What follows belongs to an exercise in optimizing a design on an open flow for small area; a production flow would make more cautious choices. Only simulation tests tie the RTL to the original design; equivalence was not proved. No activity file was given, so power comes from the tool's default toggle rates.

### design/flow/design.v
package sccb_pkg;
    typedef enum logic [3:0] {
        ST_IDLE,
        ST_ID,
        ST_ID_ACK,
        ST_SUB,
        ST_SUB_ACK,
        ST_WDAT,
        ST_WDAT_ACK,
        ST_RDAT,
        ST_RDAT_NA,
        ST_WAIT_STOP
    } sccb_state_t;
    localparam int         PHASE_LEN = 9;
    localparam logic [3:0] DATA_BITS = 4'(PHASE_LEN - 1);
    localparam logic [3:0] ACK_BIT   = 4'(PHASE_LEN);
    localparam logic ID_WR_LSB = 1'b0;
    localparam logic ID_RD_LSB = 1'b1;
endpackage
module sccb_line_sync
(
    input  logic Clk,
    input  logic Reset,
    input  logic sioc_in,
    input  logic siod_in,
    output logic sc_rise,
    output logic sc_fall,
    output logic start,
    output logic stop,
    output logic siod_s
);
    logic sc_p0, sc_p1, sc_p2, sc_p3;
    logic sd_p0, sd_p1, sd_p2, sd_p3;
    always_ff @(posedge Clk) begin
        if (!Reset) begin
            sc_p0 <= 1'b1;
            sc_p1 <= 1'b1;
            sc_p2 <= 1'b1;
            sc_p3 <= 1'b1;
            sd_p0 <= 1'b1;
            sd_p1 <= 1'b1;
            sd_p2 <= 1'b1;
            sd_p3 <= 1'b1;
        end else begin
            sc_p0 <= sioc_in;
            sc_p1 <= sc_p0;
            sc_p2 <= sc_p1;
            sc_p3 <= sc_p2;
            sd_p0 <= siod_in;
            sd_p1 <= sd_p0;
            sd_p2 <= sd_p1;
            sd_p3 <= sd_p2;
        end
    end
    assign sc_rise = sc_p2 & ~sc_p3;
    assign sc_fall = ~sc_p2 & sc_p3;
    assign start   = sc_p2 & sc_p3 & ~sd_p2 & sd_p3;
    assign stop    = sc_p2 & sc_p3 & sd_p2 & ~sd_p3;
    assign siod_s = sd_p2;
endmodule
import sccb_pkg::*;
module sccb_responder
#(
    parameter logic [6:0] DEV_ID    = 7'h21,
    parameter int         REG_DEPTH = 256
) (
    input  logic       Clk,
    input  logic       Reset,
    input  logic       sioc_in,
    input  logic       siod_in,
    output logic       siod_oe,
    input  logic [7:0] obs_addr,
    output logic [7:0] obs_data,
    output logic       wr_valid,
    output logic [7:0] wr_addr,
    output logic [7:0] wr_data,
    output logic       busy,
    output logic       err
);
    localparam int NSEG = 8;
    localparam int SLEN = 32;
    logic        sc_rise, sc_fall, start_p, stop_p, sd_s;
    sccb_pkg::sccb_state_t state;
    logic [3:0]  bit_cnt;
    logic [7:0]  shreg;
    logic [7:0]  rd_sh;
    logic        shreg_shift, rd_shift;
    logic [7:0]  ptr;
    logic        rf_we;
    logic [7:0]  rx_byte;
    logic [3:0]  bits_done;
    logic [NSEG-1:0][SLEN-1:0][7:0] ring;
    logic [NSEG-1:0][7:0]           head_in;
    logic [4:0]  off;
    logic        scrub_act;
    logic        pend_valid;
    logic        scrubbing;
    logic        commit;
    logic [NSEG-1:0] commit_seg;
    logic [NSEG-1:0] keep;
    logic        refresh;
    logic [7:0]  refresh_val;
    logic [4:0]  obs_pos;
    logic        refresh_tap;
    logic        obs_hit;
    logic [NSEG-1:0] seg_sel_n;
    logic [3:0]      pos_lo_n;
    logic [7:0]      pos_hi_n;
    logic [2*NSEG-1:0] tap_sel;
    logic [7:0]      tap_or;
    sccb_line_sync u_sync (
        .Clk     (Clk),
        .Reset   (Reset),
        .sioc_in (sioc_in),
        .siod_in (siod_in),
        .sc_rise (sc_rise),
        .sc_fall (sc_fall),
        .start   (start_p),
        .stop    (stop_p),
        .siod_s  (sd_s)
    );
    always_comb begin
        rx_byte  = {shreg[6:0], sd_s};
        bits_done = (bit_cnt == 4'd0) ? 4'd0 : bit_cnt - 4'd1;
        rf_we     = !stop_p && !start_p && sc_rise && state == ST_WDAT
                    && bit_cnt == DATA_BITS - 4'd1;
        scrubbing = !Reset || scrub_act;
        commit    = pend_valid && off == wr_addr[4:0] && !scrubbing;
        for (int s = 0; s < NSEG; s++) begin
            commit_seg[s] = commit && wr_addr[7:5] == 3'(s);
            keep[s]       = !scrubbing && !commit_seg[s];
        end
        refresh     = state != ST_RDAT && ptr[3:0] == off[3:0];
        refresh_tap = ptr[4] ^ off[4];
        for (int i = 0; i < 2 * NSEG; i++)
            tap_sel[i] = !scrubbing && !pend_valid && ptr[7:5] == 3'(i / 2)
                         && refresh_tap == 1'(i % 2);
        for (int b = 0; b < 8; b++)
            refresh_val[b] = (!scrubbing && pend_valid && wr_data[b]) | tap_or[b];
        obs_pos   = obs_addr[4:0] - off;
        obs_hit   = pend_valid && obs_addr == wr_addr;
        for (int i = 0; i < NSEG; i++)
            seg_sel_n[i] = !(obs_addr[7:5] == 3'(i) && !obs_hit && !scrub_act);
        for (int i = 0; i < 4; i++)
            pos_lo_n[i] = obs_pos[1:0] != 2'(i);
        for (int i = 0; i < 8; i++)
            pos_hi_n[i] = obs_pos[4:2] != 3'(i);
        for (int b = 0; b < 8; b++)
            obs_data[b] = (obs_hit & wr_data[b]) | (|obs_l3[b]);
    end
    always_ff @(posedge Clk) begin
        for (int s = 0; s < NSEG; s++) begin
            for (int p = 0; p < SLEN - 1; p++)
                ring[s][p] <= ring[s][p+1];
            ring[s][SLEN-1] <= head_in[s];
        end
    end
    always_ff @(posedge Clk) begin
        if (!Reset) begin
            off        <= 5'd0;
            scrub_act  <= 1'b1;
            pend_valid <= 1'b0;
        end else begin
            off <= off + 5'd1;
            if (off == 5'(SLEN - 2))
                scrub_act <= 1'b0;
            if (rf_we)
                pend_valid <= 1'b1;
            else if (commit)
                pend_valid <= 1'b0;
        end
    end
    always_comb begin
        shreg_shift = !stop_p && !start_p && sc_rise && bit_cnt < DATA_BITS
                      && (state == ST_ID || state == ST_SUB || state == ST_WDAT);
        rd_shift    = !stop_p && !start_p && !sc_rise && sc_fall && state == ST_RDAT
                      && bit_cnt != DATA_BITS;
    end
    always_ff @(posedge Clk) begin
        if (shreg_shift)
            shreg <= rx_byte;
        if (rd_shift)
            rd_sh <= {rd_sh[6:0], 1'b0};
        else if (refresh)
            rd_sh <= refresh_val;
    end
    assign busy = state != ST_IDLE;
    assign siod_oe = state == ST_ID_ACK || state == ST_SUB_ACK || state == ST_WDAT_ACK
                     || (state == ST_RDAT && !rd_sh[7]);
    always_ff @(posedge Clk) begin
        if (!Reset) begin
            state    <= ST_IDLE;
            bit_cnt  <= 4'd0;
            ptr      <= 8'h00;
            err      <= 1'b0;
            wr_valid <= 1'b0;
            wr_addr  <= 8'h00;
            wr_data  <= 8'h00;
        end else begin
            err      <= 1'b0;
            wr_valid <= 1'b0;
            if (stop_p) begin
                if ((state == ST_ID || state == ST_SUB || state == ST_WDAT || state == ST_RDAT)
                    && (bits_done >= 4'd1) && (bits_done <= 4'd7)) begin
                    err <= 1'b1;
                end
                state   <= ST_IDLE;
                bit_cnt <= 4'd0;
            end else if (start_p) begin
                state   <= ST_ID;
                bit_cnt <= 4'd0;
            end else if (sc_rise) begin
                case (state)
                    ST_ID, ST_SUB, ST_WDAT: begin
                        if (bit_cnt < DATA_BITS) begin
                            bit_cnt <= bit_cnt + 4'd1;
                            if (state == ST_WDAT && bit_cnt == DATA_BITS - 4'd1) begin
                                wr_valid <= 1'b1;
                                wr_addr  <= ptr;
                                wr_data  <= rx_byte;
                            end
                        end
                    end
                    ST_ID_ACK, ST_SUB_ACK, ST_WDAT_ACK, ST_RDAT: begin
                        if (bit_cnt < ACK_BIT) begin
                            bit_cnt <= bit_cnt + 4'd1;
                        end
                    end
                    ST_RDAT_NA: begin
                        state <= ST_WAIT_STOP;
                    end
                    default: ;
                endcase
            end else if (sc_fall) begin
                case (state)
                    ST_ID: begin
                        if (bit_cnt == DATA_BITS) begin
                            if (shreg[7:1] == DEV_ID) begin
                                state   <= ST_ID_ACK;
                            end else begin
                                state   <= ST_WAIT_STOP;
                            end
                        end
                    end
                    ST_SUB: begin
                        if (bit_cnt == DATA_BITS) begin
                            ptr     <= shreg;
                            state   <= ST_SUB_ACK;
                        end
                    end
                    ST_WDAT: begin
                        if (bit_cnt == DATA_BITS) begin
                            state   <= ST_WDAT_ACK;
                        end
                    end
                    ST_ID_ACK: begin
                        if (bit_cnt == ACK_BIT) begin
                            bit_cnt <= 4'd0;
                            if (shreg[0] == ID_RD_LSB) begin
                                state   <= ST_RDAT;
                            end else if (shreg[0] == ID_WR_LSB) begin
                                state   <= ST_SUB;
                            end else begin
                                state   <= ST_WAIT_STOP;
                            end
                        end
                    end
                    ST_SUB_ACK: begin
                        if (bit_cnt == ACK_BIT) begin
                            bit_cnt <= 4'd0;
                            state   <= ST_WDAT;
                        end
                    end
                    ST_WDAT_ACK: begin
                        if (bit_cnt == ACK_BIT) begin
                            state   <= ST_WAIT_STOP;
                        end
                    end
                    ST_RDAT: begin
                        if (bit_cnt == DATA_BITS) begin
                            state   <= ST_RDAT_NA;
                        end
                    end
                    default: ;
                endcase
            end
        end
    end
    for (genvar s = 0; s < NSEG; s++) begin : g_head
        for (genvar b = 0; b < 8; b++) begin : g_bit
            sccb_ao22 u_h (.a0(commit_seg[s]), .d0(wr_data[b]), .a1(keep[s]), .d1(ring[s][0][b]),
                           .y(head_in[s][b]));
        end
    end
    logic [7:0][5:0] tap_l1;
    for (genvar b = 0; b < 8; b++) begin : g_tap
        for (genvar k = 0; k < 5; k++) begin : g_l1
            sccb_aoi222 u_l1 (
                .a0(tap_sel[3*k]),   .d0(ring[(3*k) / 2][16 * ((3*k) % 2)][b]),
                .a1(tap_sel[3*k+1]), .d1(ring[(3*k+1) / 2][16 * ((3*k+1) % 2)][b]),
                .a2(tap_sel[3*k+2]), .d2(ring[(3*k+2) / 2][16 * ((3*k+2) % 2)][b]),
                .y(tap_l1[b][k]));
        end
        sccb_nand2 u_l1x (.a(tap_sel[15]), .b(ring[7][16][b]), .y(tap_l1[b][5]));
        sccb_nand6 u_l2 (.y(tap_l1[b]), .w(tap_or[b]));
    end
    logic [7:0][NSEG-1:0][11:0] obs_l1;
    logic [7:0][NSEG-1:0][2:0]  obs_l2;
    logic [7:0][NSEG-1:0]       obs_l3n;
    logic [7:0][NSEG-1:0]       obs_l3;
    logic [1:0][SLEN-1:0]       pos_sel;
    logic [NSEG-1:0]            seg_sel;
    for (genvar q = 0; q < 2; q++) begin : g_posq
        for (genvar p = 0; p < SLEN; p++) begin : g_pos
            sccb_nor2 u_ps (.a(pos_lo_n[p % 4]), .b(pos_hi_n[p / 4]), .y(pos_sel[q][p]));
        end
    end
    assign seg_sel = ~seg_sel_n;
    for (genvar b = 0; b < 8; b++) begin : g_obs
        for (genvar s = 0; s < NSEG; s++) begin : g_seg
            for (genvar k = 0; k < 10; k++) begin : g_l1
                sccb_aoi222 u_l1 (
                    .a0(pos_sel[s / 4][3*k]),   .d0(ring[s][3*k][b]),
                    .a1(pos_sel[s / 4][3*k+1]), .d1(ring[s][3*k+1][b]),
                    .a2(pos_sel[s / 4][3*k+2]), .d2(ring[s][3*k+2][b]),
                    .y(obs_l1[b][s][k]));
            end
            sccb_nand2 u_l1x (.a(pos_sel[s / 4][30]), .b(ring[s][30][b]), .y(obs_l1[b][s][10]));
            sccb_nand2 u_l1y (.a(pos_sel[s / 4][31]), .b(ring[s][31][b]), .y(obs_l1[b][s][11]));
            sccb_sel12 u_l2 (.y(obs_l1[b][s]), .seg(seg_sel[s]), .w(obs_l3[b][s]));
        end
    end
endmodule
module sccb_nand2 (input logic a, input logic b, output logic y);
    assign y = ~(a & b);
endmodule
module sccb_nor2 (input logic a, input logic b, output logic y);
    assign y = ~(a | b);
endmodule
module sccb_sel12 (input logic [11:0] y, input logic seg, output logic w);
    assign w = seg & ~&y;
endmodule
module sccb_nand6 (input logic [5:0] y, output logic w);
    assign w = ~&y;
endmodule
module sccb_ao22 (input logic a0, input logic d0, input logic a1, input logic d1, output logic y);
    assign y = (a0 & d0) | (a1 & d1);
endmodule
module sccb_aoi222 (
    input  logic a0, input logic d0,
    input  logic a1, input logic d1,
    input  logic a2, input logic d2,
    output logic y
);
    assign y = ~((a0 & d0) | (a1 & d1) | (a2 & d2));
endmodule
### design/flow/flow/run.sh
#!/bin/bash
set -euo pipefail
export CTS_ARGS="-sink_clustering_enable -repair_clock_nets -dont_use_dummy_load -sink_clustering_size 18 -sink_clustering_max_diameter 50 -buf_list sky130_fd_sc_hd__clkbuf_8"
export BUFFER_PORTS_ARGS="-buffer_cell sky130_fd_sc_hd__buf_2"
bash standard.sh > make.log 2>&1
### design/flow/standard.sh
#!/bin/bash
# synth_recipe.tcl (not shown) runs the flow's synth.tcl, then flattens the netlist and writes it again
# the make line also repeats each setting of config.mk as NAME=value (left out here)
make -C /OpenROAD-flow-scripts/flow DESIGN_CONFIG=/design/flow/config.mk WORK_HOME=/design/flow/orfs CLKGATE_MAP_FILE= SYNTH_SCRIPT=/design/flow/synth_recipe.tcl "${@:-finish}"
### design/flow/config.mk
export PLATFORM = sky130hd
export DESIGN_NAME = sccb_responder
export DESIGN_NICKNAME = sccb_responder
export VERILOG_FILES = /design/flow/design.v
export SDC_FILE = /design/flow/constraint.sdc
export NUM_CORES = 4
export LEC_CHECK = 0
export CAP_MARGIN = 10
export CORE_MARGIN = 2
export CORE_UTILIZATION = 65
export SLEW_MARGIN = 10
export SYNTH_HIERARCHICAL = 1
export SYNTH_MINIMUM_KEEP_SIZE = 0
### design/flow/constraint.sdc
create_clock -name core_clock -period 10.0 [get_ports {Clk}]
set_input_delay 2.0000 -clock core_clock [delete_from_list [all_inputs] [get_ports {Clk}]]
set_output_delay 2.0000 -clock core_clock [all_outputs]
set_load 0.01 [all_outputs]
==> results of run 1 <==
-- per-module statistics from Yosys, one instance, submodules excluded, excerpt --
module	area (sq um)	times used	cells inside	flops+latches
sccb_line_sync	242.7	1	20	8
sccb_responder	44600	1	2471	2105
sccb_aoi222	10.01	680	1	0
sccb_nand2	3.754	136	1	0
sccb_ao22	8.758	64	1	0
sccb_nand6	13.76	8	2	0
sccb_nor2	3.754	64	1	0
-- kinds of logic (layout without fill, tap and decap cells) --
| family | after synthesis | after routing | synth area share [%] |
|---|---|---|---|
| simple gates | 608 | 608 | 5.713 |
| buf+inv | 38 | 317 | 0.2738 |
| flops | 2113 | 2113 | 77.41 |
| fa+ha+maj | 12 | 12 | 0.2875 |
| xor+xnor | 27 | 27 | 0.4312 |
| mux | 25 | 25 | 0.4563 |
| compound gates | 884 | 884 | 15.42 |
| other cells | 0 | 2 | 0 |
-- path summary, 6_finish.rpt --
kind | startpoint | to | slack, ps | depth (start not counted)
worst max register to register | scrub_act | rd_sh[2] | 6310 | 10
worst min register to register | ring[983] | ring[975] | 300 | 0
worst min-delay path | ring[983] | ring[975] | 300 | 0
worst max-delay path | obs_addr[0] | obs_data[6] | 660 | 18
-- state kept, by name, summed over array words and instances, names as in the netlist --
| register | cells |
|---|---|
| u_sync.sd_p1 | 1 |
| wr_valid | 1 |
| state | 4 |
| ring | 2048 |
| wr_data | 8 |
| u_sync.sd_p3 | 1 |
| off | 5 |
| ptr | 8 |
| bit_cnt | 4 |
| u_sync.sc_p2 | 1 |
| u_sync.sc_p0 | 1 |
| u_sync.sc_p3 | 1 |
| rd_sh | 8 |
| scrub_act | 1 |
| pend_valid | 1 |
| u_sync.sc_p1 | 1 |
| err | 1 |
| wr_addr | 8 |
| shreg | 8 |
| u_sync.sd_p2 | 1 |
| u_sync.sd_p0 | 1 |
-- where the power goes --
group	switching, mW	total, mW	internal (mW)
logic	0.336	0.394	0.0574
clock network	2.42	3.72	1.30
registers	0.00661	8.43	8.42
-- layout by cell type (no fill, tap or decap), types with 16 or more instances in the layout --
cell type	n
dfxtp_1	2098
a222oi_1	680
nand4_1	203
nand2_1	163
clkbuf_8	144
buf_4	116
a22o_1	64
o31a_1	64
nor2_1	53
nor2_4	51
buf_2	39
mux2i_1	25
a21oi_1	24
xnor2_1	19
nand2b_1	19
nor4_1	16
-- through the flow --
stage               setup slack, ps  power (mW)  cells  instance area (sq um)  hold WS (ps)
finish                        657.9       12.54   5068                  59680         295.9
detailed placement            956.1       9.002   4922                  57700         334.8
CTS                           943.5       12.55   5066                  59680         298.5
global placement              863.1       8.994   4922                  57690         331.4
global route                  638.0       12.87   5067                  59680         291.2
floorplan                      2595       8.754   3707                  54840         329.8
-- routing by layer --
layer	track usage, %	vias up
met5	0	-
met4	19.04	0
met3	8.257	532
met2	57.93	2312
met1	49.94	18041
li1	-	15470
-- critical path, stage by stage --
cell,delay [ps]
buf_2,120
inv_1,50
ha_1,160
inv_1,50
fa_1,430
a21o_1,180
a21oi_1,240
xnor2_1,180
o211ai_1,590
nor2_4,420
buf_4,360
a222oi_1,320
nand4_1,160
o31a_1,420
nor4_1,1140
nand2_1,110
a21o_1,240
buf_2,140
-- layout make-up --
class | count | area share [%]
Antenna cell | 2 | 0.008386
Multi-Input combinational cell | 1556 | 21.30
Timing Repair Buffer | 158 | 1.887
Sequential cell | 2113 | 71.13
Clock buffer | 144 | 3.321
Tap cell | 1080 | 2.264
Inverter | 15 | 0.09434
==> flow_summary.ini, run 1 <==
[clock_network]
clkSinkCount = 2113
cts.path.max_buffers = 3
root_buffer = clkbuf_8
cts_tree = yes
cts_setup_buffers = 0
h-tree-depth = 4
clkTransAtPathRegs_ps = 100
cts_resized = 0
postCtsHoldBufs = 0
cts_inserted_buffers = 144
insertion_delay_ps = 860

[yosys]
synth_cells = 3707
synth_edf_count = 15
synth.yosys.seq_area_share_pct = 77.41
syn-cell-area_sq_mm = 0.05484
yosys-top-cells-count = dfxtp_1, a222oi_1, nand4_1
avgSynthCellArea_sq_um = 14.79
netlist.area_leader.share_pct = 76.59
synth_ff_type = dfxtp_1
yosys_warnings = 8
synth_area_leader_cell = dfxtp_1
ys_types = 58
synth_nets = 3731
synth_seq_cells = 2113
yosysMostFrequentCell = dfxtp_1
ys_async_sr_fraction_pct = 0
synth_area_leaders = dfxtp_1, a222oi_1, nand4_1

[layout]
area_delta_synth_final_pct = 8.839
multiInputGateArea_sq_mm = 0.01271
nets = 4012
layout-drive-gt1-share_pct = 9.609
nFillCells = 5604
utilization_pct = 71.43
seqCellArea_sq_mm = 0.04245

[sta]
hold_viol = 0
fin_skew_ps = 60.71
fin_crit_ps = 9342
final.setup.tns_ps = 0
slew_headroom_pct = 9.160
worst_slew_pin_slew_ps = 1358
rsz0062_at_grt = no
report.final.slew_viol_count = 0
fin_crit_sh_pct = 93.42
max_freq_ghz = 0.1070
report.final.setup_viol = 0

[outcome]
status = finished clean

[floorplan]
boundaryPins = 40
die-area_sq_mm = 0.08670
rows = 106
initial_core_util_pct = 65.63
die_h_microns = 294.5
fp.dieW_microns = 294.5
core-area_sq_mm = 0.08356

[critical_path]
crit_arrival_ps = 7340
required_ps = 8000
setup.worst_path.class = in -> out
end_kind = output port
crit_path_max_fanout = 20
start_kind = primary input

[global_routing]
grt_max_degree = 33
grt_pass1_wl_microns = 237500
grt_pass1_vias = 36378
gr-total-overflow = 0
antenna_found_initial = 2
grt_use_total_pct = 37.47

[drt]
wl_met1_microns = 64390
vias = 36355
wl_microns = 164900
wl_met3_microns = 18260
first_pass_iters = 10
wl_met2_microns = 73410
via_per_inst = 7.173
antenna_left = 0
drtIter0Drc = 6478
remaining_drc_errors = 0
routed.top_layer = met4
wl_per_cell_microns = 32.53

[place]
dpl.hpwl_microns = 103800
gp_congestion = 0.9426
port_buffers = 39

[power]
power_density_mw_per_mm2 = 210.1
p_leak_nw = 21.90
ir_drop_mv = 0.1596

[run]
maxCapViolCount = 0

[worst_hold_path]
hold_class = reg -> reg
==> inputs of run 2 (changes only) <==
--- a/design/flow/design.v
+++ b/design/flow/design.v
@@ -105,8 +105,8 @@
     logic        obs_hit;
     logic [NSEG-1:0] seg_sel_n;
-    logic [3:0]      pos_lo_n;
-    logic [7:0]      pos_hi_n;
+    logic [SLEN-1:0] pos_sel_n;
     logic [2*NSEG-1:0] tap_sel;
     logic [7:0]      tap_or;
+    logic [7:0]      obs_l3;
     sccb_line_sync u_sync (
         .Clk     (Clk),
@@ -142,10 +142,8 @@
         for (int i = 0; i < NSEG; i++)
             seg_sel_n[i] = !(obs_addr[7:5] == 3'(i) && !obs_hit && !scrub_act);
-        for (int i = 0; i < 4; i++)
-            pos_lo_n[i] = obs_pos[1:0] != 2'(i);
-        for (int i = 0; i < 8; i++)
-            pos_hi_n[i] = obs_pos[4:2] != 3'(i);
+        for (int i = 0; i < SLEN; i++)
+            pos_sel_n[i] = obs_pos != 5'(i);
         for (int b = 0; b < 8; b++)
-            obs_data[b] = (obs_hit & wr_data[b]) | (|obs_l3[b]);
+            obs_data[b] = (obs_hit & wr_data[b]) | obs_l3[b];
     end
     always_ff @(posedge Clk) begin
@@ -186,6 +184,4 @@
     end
     assign busy = state != ST_IDLE;
-    assign siod_oe = state == ST_ID_ACK || state == ST_SUB_ACK || state == ST_WDAT_ACK
-                     || (state == ST_RDAT && !rd_sh[7]);
     always_ff @(posedge Clk) begin
         if (!Reset) begin
@@ -193,4 +189,5 @@
             bit_cnt  <= 4'd0;
             ptr      <= 8'h00;
+            siod_oe  <= 1'b0;
             err      <= 1'b0;
             wr_valid <= 1'b0;
@@ -206,7 +203,9 @@
                 end
                 state   <= ST_IDLE;
+                siod_oe <= 1'b0;
                 bit_cnt <= 4'd0;
             end else if (start_p) begin
                 state   <= ST_ID;
+                siod_oe <= 1'b0;
                 bit_cnt <= 4'd0;
             end else if (sc_rise) begin
@@ -237,4 +236,5 @@
                         if (bit_cnt == DATA_BITS) begin
                             if (shreg[7:1] == DEV_ID) begin
+                                siod_oe <= 1'b1;
                                 state   <= ST_ID_ACK;
                             end else begin
@@ -246,4 +246,5 @@
                         if (bit_cnt == DATA_BITS) begin
                             ptr     <= shreg;
+                            siod_oe <= 1'b1;
                             state   <= ST_SUB_ACK;
                         end
@@ -251,4 +252,5 @@
                     ST_WDAT: begin
                         if (bit_cnt == DATA_BITS) begin
+                            siod_oe <= 1'b1;
                             state   <= ST_WDAT_ACK;
                         end
@@ -258,8 +260,11 @@
                             bit_cnt <= 4'd0;
                             if (shreg[0] == ID_RD_LSB) begin
+                                siod_oe <= ~rd_sh[7];
                                 state   <= ST_RDAT;
                             end else if (shreg[0] == ID_WR_LSB) begin
+                                siod_oe <= 1'b0;
                                 state   <= ST_SUB;
                             end else begin
+                                siod_oe <= 1'b0;
                                 state   <= ST_WAIT_STOP;
                             end
@@ -269,4 +274,5 @@
                         if (bit_cnt == ACK_BIT) begin
                             bit_cnt <= 4'd0;
+                            siod_oe <= 1'b0;
                             state   <= ST_WDAT;
                         end
@@ -274,4 +280,5 @@
                     ST_WDAT_ACK: begin
                         if (bit_cnt == ACK_BIT) begin
+                            siod_oe <= 1'b0;
                             state   <= ST_WAIT_STOP;
                         end
@@ -279,5 +286,8 @@
                     ST_RDAT: begin
                         if (bit_cnt == DATA_BITS) begin
+                            siod_oe <= 1'b0;
                             state   <= ST_RDAT_NA;
+                        end else begin
+                            siod_oe <= ~rd_sh[6];
                         end
                     end
@@ -305,31 +315,33 @@
         sccb_nand6 u_l2 (.y(tap_l1[b]), .w(tap_or[b]));
     end
-    logic [7:0][NSEG-1:0][11:0] obs_l1;
-    logic [7:0][NSEG-1:0][2:0]  obs_l2;
-    logic [7:0][NSEG-1:0]       obs_l3n;
-    logic [7:0][NSEG-1:0]       obs_l3;
-    logic [1:0][SLEN-1:0]       pos_sel;
-    logic [NSEG-1:0]            seg_sel;
-    for (genvar q = 0; q < 2; q++) begin : g_posq
-        for (genvar p = 0; p < SLEN; p++) begin : g_pos
-            sccb_nor2 u_ps (.a(pos_lo_n[p % 4]), .b(pos_hi_n[p / 4]), .y(pos_sel[q][p]));
-        end
+    logic [255:0]        row_sel;
+    logic [7:0][85:0]    obs_l1;
+    logic [7:0][21:0]    obs_l2;
+    for (genvar r = 0; r < 256; r++) begin : g_row
+        sccb_nor2 u_rs (.a(seg_sel_n[r / SLEN]), .b(pos_sel_n[r % SLEN]), .y(row_sel[r]));
     end
-    assign seg_sel = ~seg_sel_n;
     for (genvar b = 0; b < 8; b++) begin : g_obs
-        for (genvar s = 0; s < NSEG; s++) begin : g_seg
-            for (genvar k = 0; k < 10; k++) begin : g_l1
-                sccb_aoi222 u_l1 (
-                    .a0(pos_sel[s / 4][3*k]),   .d0(ring[s][3*k][b]),
-                    .a1(pos_sel[s / 4][3*k+1]), .d1(ring[s][3*k+1][b]),
-                    .a2(pos_sel[s / 4][3*k+2]), .d2(ring[s][3*k+2][b]),
-                    .y(obs_l1[b][s][k]));
-            end
-            sccb_nand2 u_l1x (.a(pos_sel[s / 4][30]), .b(ring[s][30][b]), .y(obs_l1[b][s][10]));
-            sccb_nand2 u_l1y (.a(pos_sel[s / 4][31]), .b(ring[s][31][b]), .y(obs_l1[b][s][11]));
-            sccb_sel12 u_l2 (.y(obs_l1[b][s]), .seg(seg_sel[s]), .w(obs_l3[b][s]));
+        for (genvar k = 0; k < 85; k++) begin : g_l1
+            sccb_aoi222 u_l1 (
+                .a0(row_sel[3*k]),   .d0(ring[(3*k) / SLEN][(3*k) % SLEN][b]),
+                .a1(row_sel[3*k+1]), .d1(ring[(3*k+1) / SLEN][(3*k+1) % SLEN][b]),
+                .a2(row_sel[3*k+2]), .d2(ring[(3*k+2) / SLEN][(3*k+2) % SLEN][b]),
+                .y(obs_l1[b][k]));
+        end
+        sccb_nand2 u_l1x (.a(row_sel[255]), .b(ring[7][31][b]), .y(obs_l1[b][85]));
+        for (genvar k = 0; k < 21; k++) begin : g_l2
+            sccb_nand4 u_l2 (.a(obs_l1[b][4*k]), .b(obs_l1[b][4*k+1]), .c(obs_l1[b][4*k+2]),
+                             .d(obs_l1[b][4*k+3]), .y(obs_l2[b][k]));
         end
+        sccb_nand2 u_l2x (.a(obs_l1[b][84]), .b(obs_l1[b][85]), .y(obs_l2[b][21]));
+        sccb_or22 u_l3 (.x(obs_l2[b]), .w(obs_l3[b]));
     end
 endmodule
+module sccb_nand4 (input logic a, input logic b, input logic c, input logic d, output logic y);
+    assign y = ~(a & b & c & d);
+endmodule
+module sccb_or22 (input logic [21:0] x, output logic w);
+    assign w = |x;
+endmodule
 module sccb_nand2 (input logic a, input logic b, output logic y);
     assign y = ~(a & b);
--- a/design/flow/config.mk
+++ b/design/flow/config.mk
@@ -6,8 +6,8 @@
 export NUM_CORES = 4
 export LEC_CHECK = 0
-export CAP_MARGIN = 10
+export CAP_MARGIN = 5
 export CORE_MARGIN = 2
 export CORE_UTILIZATION = 65
-export SLEW_MARGIN = 10
+export SLEW_MARGIN = 5
 export SYNTH_HIERARCHICAL = 1
 export SYNTH_MINIMUM_KEEP_SIZE = 0
==> flow_summary.ini, run 2 <==
[yosys]
yosysMostFrequentCell = dfxtp_1
synth_area_leaders = dfxtp_1, a222oi_1, nand4_1
yosys-top-cells-count = dfxtp_1, a222oi_1, nor2_1
syn-cell-area_sq_mm = 0.05532
yosys_warnings = 8
synth_edf_count = 15
avgSynthCellArea_sq_um = 14.51
synth_nets = 3836
synth_area_leader_cell = dfxtp_1
ys_async_sr_fraction_pct = 0
netlist.area_leader.share_pct = 75.96
synth.yosys.seq_area_share_pct = 76.77
synth_seq_cells = 2114
ys_types = 54
synth_cells = 3812
synth_ff_type = dfxtp_1

[critical_path]
crit_arrival_ps = 7780
ff2ff_setup_slack_ps = 5370
rr_worst_depth = 10
start_kind = primary input
setup.worst_path.class = in -> out
reg2reg_to = rd_sh[4]
crit_path_max_fanout = 8
rr_startpoint = scrub_act
required_ps = 8000
end_kind = output port

[sta]
max_freq_ghz = 0.1023
worst_slew_pin_slew_ps = 1558
hold_viol = 0
fin_skew_ps = 76.28
report.final.slew_viol_count = 1
slew_headroom_pct = -3.851
fin_crit_ps = 9777
report.final.setup_viol = 0
setup_slack_ps = 222.8
final.setup.tns_ps = 0
fin_crit_sh_pct = 97.77
rsz0062_at_grt = no

[layout]
area_delta_synth_final_pct = 7.807
utilization_pct = 71.04
fin_cells = 5223
regMostFlops = ring
final_common_cell = dfxtp_1
final_area_sq_mm = 0.05964
final_cell_mix = dfxtp_1, a222oi_1, nor2_1, nand4_1, clkbuf_8
nets = 4105
layout-drive-gt1-share_pct = 7.379
largest_reg_flops = 2048

[power]
p_leak_nw = 21.51
power_density_mw_per_mm2 = 207.0
ir_drop_mv = 0.1467

[outcome]
so.violations = max-slew violations
status = failed layout checks

[worst_hold_path]
holdPathEnd = ring[399]
hold_class = reg -> reg
hold_depth = 0
min-delay-start = ring[407]

[drt]
via_per_inst = 7.146
antenna_left = 0
wl_per_cell_microns = 32.43
drtIter0Drc = 7630
first_pass_iters = 12
remaining_drc_errors = 0
vias = 37321
wl_microns = 169400

[clock_network]
root_buffer = clkbuf_8
insertion_delay_ps = 850
clkSinkCount = 2114
cts_setup_buffers = 0
h-tree-depth = 4
cts.path.max_buffers = 3
postCtsHoldBufs = 0
clkTransAtPathRegs_ps = 100
cts_tree = yes
cts_inserted_buffers = 150
cts_resized = 0

[floorplan]
rows = 106
boundaryPins = 40
initial_core_util_pct = 65.90
die_h_microns = 295.7
fp.dieW_microns = 295.7
die-area_sq_mm = 0.08746
core-area_sq_mm = 0.08395

[place]
port_buffers = 39
place.detailed.instances = 5063
placed_area_sq_mm = 0.05755
place_ws_ps = 434.3
gp_congestion = 0.9950
dpl.hpwl_microns = 123300

[run]
maxCapViolCount = 0

[global_routing]
grt_pass1_vias = 36381
grt_max_degree = 45
grt_pass1_wl_microns = 243500
grt_use_total_pct = 38.26
antenna_found_initial = 6
gr-total-overflow = 0
-- run 2: changes by cell type in the layout (fill, tap and decap cells not counted), moves of 16 or more --
cell,change
nor2_1,+235
nand2_1,-79
o31a_1,-64
nor2_4,-51
a222oi_1,+40
nor2b_1,+28
nand4_1,-23
nor4_1,+21
buf_4,-16
-- run 2: cell families after synthesis --
group	share of synthesized area [%]
XOR/XNOR	0.4591
buffers and inverters	0.3551
adder cells (fa/ha/maj)	0.2850
AND/OR/NAND/NOR	6.882
multiplexers	0.4885
flip-flops	76.77
AO/OA/AOI/OAI	14.76
-- run 2: power breakdown --
part	internal, mW	switching (mW)	leakage [nW]
sequential	8.43	0.00536	17.0
clock	1.35	2.44	1.08
combinational	0.0305	0.0955	3.39
total	9.81	2.54	21.5
-- run 2: layout make-up --
class,count,area [sq um]
antenna,10,25.02
clock buffer,150,2064
fill,5698,24310
inverter,13,48.80
timing repair buffer,139,945.9
multi-input combinational,1663,12670
sequential,2114,42470
tap,1134,1419
-- run 2: worst max-delay path: stages --
cell	delay, ps
buf_2	140
inv_1	70
ha_1	200
inv_1	90
fa_1	460
a21o_1	190
a21oi_1	290
xor2_1	340
nor2_1	170
nand2_1	700
nor2_1	350
a222oi_1	620
nand4_1	250
nor4_1	630
buf_4	220
nand4_1	120
buf_4	160
or4_1	410
a21o_1	210
buf_2	150
-- run 2: modules after synthesis, one instance, submodules excluded --
module,cells,flops+latches,cell area [sq um],times used
sccb_responder,2488,2106,44730,1
sccb_line_sync,20,8,242.7,1
sccb_or22,7,0,46.29,8
sccb_nand6,2,0,13.76,8
sccb_aoi222,1,0,10.01,720
sccb_ao22,1,0,8.758,64
sccb_nand4,1,0,6.256,168
sccb_nand2,1,0,3.754,24
sccb_nor2,1,0,3.754,256
-- run 2: stage by stage --
stage	total power, mW	hold WS [ps]
after CTS	12.36	294.3
final	12.34	307.7
after floorplan	8.675	329.8
after global routing	12.67	300.5
after detailed placement	8.745	334.8
after global placement	8.744	331.4
-- run 2: how the worst max path moves through the flow --
stage	slack, ps	endpoint	cells after the start	startpoint
after floorplan	2560	obs_data[0]	12	obs_addr[7]
after global placement	330	obs_data[6]	20	obs_addr[0]
after detailed placement	430	obs_data[6]	20	obs_addr[0]
after CTS	430	obs_data[6]	20	obs_addr[0]
after global routing	190	obs_data[6]	21	obs_addr[0]
final	220	obs_data[6]	20	obs_addr[0]
-- run 2: metal layers --
| metal | part of all wire [%] | vias to the layer above | global-route usage, % |
|---|---|---|---|
| met5 | 0.017 | - | 0 |
| met4 | 5.5 | 4 | 19.22 |
| met2 | 43 | 2611 | 57.11 |
| met1 | 39 | 18423 | 51.78 |
| li1 | - | 15816 | - |
| met3 | 13 | 467 | 10.10 |
==> inputs of run 3 (changes only) <==
--- a/design/flow/config.mk
+++ b/design/flow/config.mk
@@ -6,8 +6,8 @@
 export NUM_CORES = 4
 export LEC_CHECK = 0
-export CAP_MARGIN = 5
+export CAP_MARGIN = 10
 export CORE_MARGIN = 2
 export CORE_UTILIZATION = 65
-export SLEW_MARGIN = 5
+export SLEW_MARGIN = 10
 export SYNTH_HIERARCHICAL = 1
 export SYNTH_MINIMUM_KEEP_SIZE = 0
==> flow_summary.ini, run 3 <==
[global_routing]
grt_pass1_vias = 36381
grt_pass1_wl_microns = 243500
grt_max_degree = 45
grt_use_total_pct = 38.26
gr-total-overflow = 0
antenna_found_initial = 6

[critical_path]
crit_path_max_fanout = 8
setup.worst_path.class = in -> out
start_kind = primary input
required_ps = 8000
crit_arrival_ps = 7780
end_kind = output port

[floorplan]
initial_core_util_pct = 65.90
fp.dieW_microns = 295.7
die_h_microns = 295.7
rows = 106
core-area_sq_mm = 0.08395
boundaryPins = 40
die-area_sq_mm = 0.08746

[sta]
max_freq_ghz = 0.1022
hold_viol = 0
final.setup.tns_ps = 0
slew_headroom_pct = 6.233
rsz0062_at_grt = no
fin_crit_ps = 9782
report.final.slew_viol_count = 0
fin_skew_ps = 71.19
fin_crit_sh_pct = 97.82
worst_slew_pin_slew_ps = 1406
report.final.setup_viol = 0

[drt]
via_per_inst = 7.157
remaining_drc_errors = 0
wl_microns = 169800
antenna_left = 0
vias = 37394
drtIter0Drc = 7754
wl_per_cell_microns = 32.49
first_pass_iters = 13

[yosys]
synth_seq_cells = 2114
avgSynthCellArea_sq_um = 14.51
yosysMostFrequentCell = dfxtp_1
ys_async_sr_fraction_pct = 0
yosys_warnings = 8
synth.yosys.seq_area_share_pct = 76.77
synth_nets = 3836
netlist.area_leader.share_pct = 75.96
synth_area_leader_cell = dfxtp_1
ys_types = 54
synth_area_leaders = dfxtp_1, a222oi_1, nand4_1
synth_edf_count = 15
synth_cells = 3812
syn-cell-area_sq_mm = 0.05532
synth_ff_type = dfxtp_1
yosys-top-cells-count = dfxtp_1, a222oi_1, nor2_1

[place]
port_buffers = 39
placed_area_sq_mm = 0.05755
dpl.hpwl_microns = 123300
gp_congestion = 0.9950

[layout]
final_area_sq_mm = 0.05966
largest_reg_flops = 2048
nFillCells = 5697
multiInputGateArea_sq_mm = 0.01267
final_common_cell = dfxtp_1
seqCellArea_sq_mm = 0.04247
layout-drive-gt1-share_pct = 7.425
area_delta_synth_final_pct = 7.835
nets = 4107
regMostFlops = ring
final_cell_mix = dfxtp_1, a222oi_1, nor2_1, nand4_1, clkbuf_8
utilization_pct = 71.06

[clock_network]
cts_tree = yes
insertion_delay_ps = 860
cts.path.max_buffers = 3
h-tree-depth = 4
cts_inserted_buffers = 150
root_buffer = clkbuf_8
cts_resized = 0
cts_setup_buffers = 0
clkSinkCount = 2114
postCtsHoldBufs = 0
clkTransAtPathRegs_ps = 110

[run]
maxCapViolCount = 0

[outcome]
status = finished clean

[power]
ir_drop_mv = 0.1482
p_leak_nw = 21.52
power_density_mw_per_mm2 = 206.9

[worst_hold_path]
hold_class = reg -> reg
==> run 3: cell counts after synthesis <==
No cell type changed its count.
==> run 3: worst max-delay path, cell delays in order <==
cell and delay [ps]:
buf_2 140, inv_1 70, ha_1 190, inv_1 90, fa_1 460, a21o_1 190
a21oi_1 290, xor2_1 330, nor2_1 160, nand2_1 710, nor2_1 350, a222oi_1 660
nand4_1 250, nor4_1 630, buf_4 220, nand4_1 120, buf_4 160, or4_1 410
a21o_1 210, buf_2 150
==> run 3: modules after synthesis (local to each module, per instance) <==
module          cell area (sq um)  flip-flops and latches  cells
sccb_nor2                   3.754                       0      1
sccb_responder              44730                    2106   2488
sccb_or22                   46.29                       0      7
sccb_nand4                  6.256                       0      1
sccb_ao22                   8.758                       0      1
sccb_nand2                  3.754                       0      1
sccb_aoi222                 10.01                       0      1
sccb_nand6                  13.76                       0      2
sccb_line_sync              242.7                       8     20
==> run 3: kinds of logic after synthesis <==
logic type	count (synthesis)	share of synthesized area, %
AO/OA/AOI/OAI	852	14.76
XOR/XNOR	29	0.4591
adder cells (fa/ha/maj)	12	0.2850
buffers and inverters	35	0.3551
flip-flops	2114	76.77
multiplexers	27	0.4885
AND/OR/NAND/NOR	743	6.882
==> run 3: routing by layer <==
layer | vias to the layer above | part of all wire [%] | wire, microns | track usage (%)
met2 | 2597 | 43 | 73440 | 57.11
met4 | 2 | 5.4 | 9208 | 19.22
met3 | 465 | 13 | 21230 | 10.10
met1 | 18525 | 39 | 65890 | 51.78
li1 | 15805 | - | - | -
met5 | - | 0.0077 | 13 | 0
==> run 3: power by group <==
group	leakage [nW]	internal (mW)	switching (mW)
clock network	1.08	1.35	2.44
registers	17.0	8.43	0.00527
logic	3.40	0.0305	0.0960
==> run 3: final timing paths <==
| check | start | endpoint | slack [ps] | cells after the start |
|---|---|---|---|---|
| worst min-delay path | ring[247] | ring[239] | 310 | 0 |
| worst min register to register | ring[247] | ring[239] | 310 | 0 |
| worst max register to register | scrub_act | rd_sh[6] | 5500 | 10 |
| worst max-delay path | obs_addr[0] | obs_data[6] | 220 | 20 |
==> run 3: area by class of cell <==
type,count,share of cell area [%]
well taps,1134,2.378
inverters,13,0.08180
repair buffers,141,1.611
clock buffers,150,3.461
flip-flops and latches,2114,71.19
multi-input cells,1663,21.23
diodes,10,0.04195
==> run 3: stage by stage <==
step | std cells | power, mW | hold slack, ps | worst slack [ps]
3_3_place_gp | 5063 | 8.744 | 331.4 | 333.3
4_1_cts | 5213 | 12.36 | 294.3 | 425.0
5_1_grt | 5216 | 12.67 | 300.5 | 189.5
2_1_floorplan | 3812 | 8.675 | 329.8 | 2563
3_5_place_dp | 5063 | 8.745 | 334.8 | 434.3
6_report | 5225 | 12.34 | 306.3 | 217.9

[what the ideal ports hide]
How much do the figures lean on ideal ports? The routed layouts below were timed once more, with nothing changed but the port constraints. Step 1 (the two cells are an assumption about what drives the block):
set clk [get_ports {Clk}]
set_driving_cell -lib_cell sky130_fd_sc_hd__clkbuf_16 $clk
set_driving_cell -lib_cell sky130_fd_sc_hd__buf_2 [delete_from_list [all_inputs] $clk]
Step 2 times the ports against the registers' clock, not the clock port: input delays grow and output delays shrink by t, the midpoint of the rising clock arrivals with the driver on. a / b / c = ideal / step 1 / step 2; a / b = the first two.
run	shift t [ns]	setup WS [ns]	worst setup path after step 2
run 1	0.881	0.658 / 0.637 / 0.637	input to output
run 2	0.880	0.223 / 0.204 / 0.204	input to output
run 3	0.889	0.218 / 0.199 / 0.199	input to output
For run 1, which loses most, drivers alone change the setup slack by -0.021 ns; drivers and shift together by -0.021 ns.
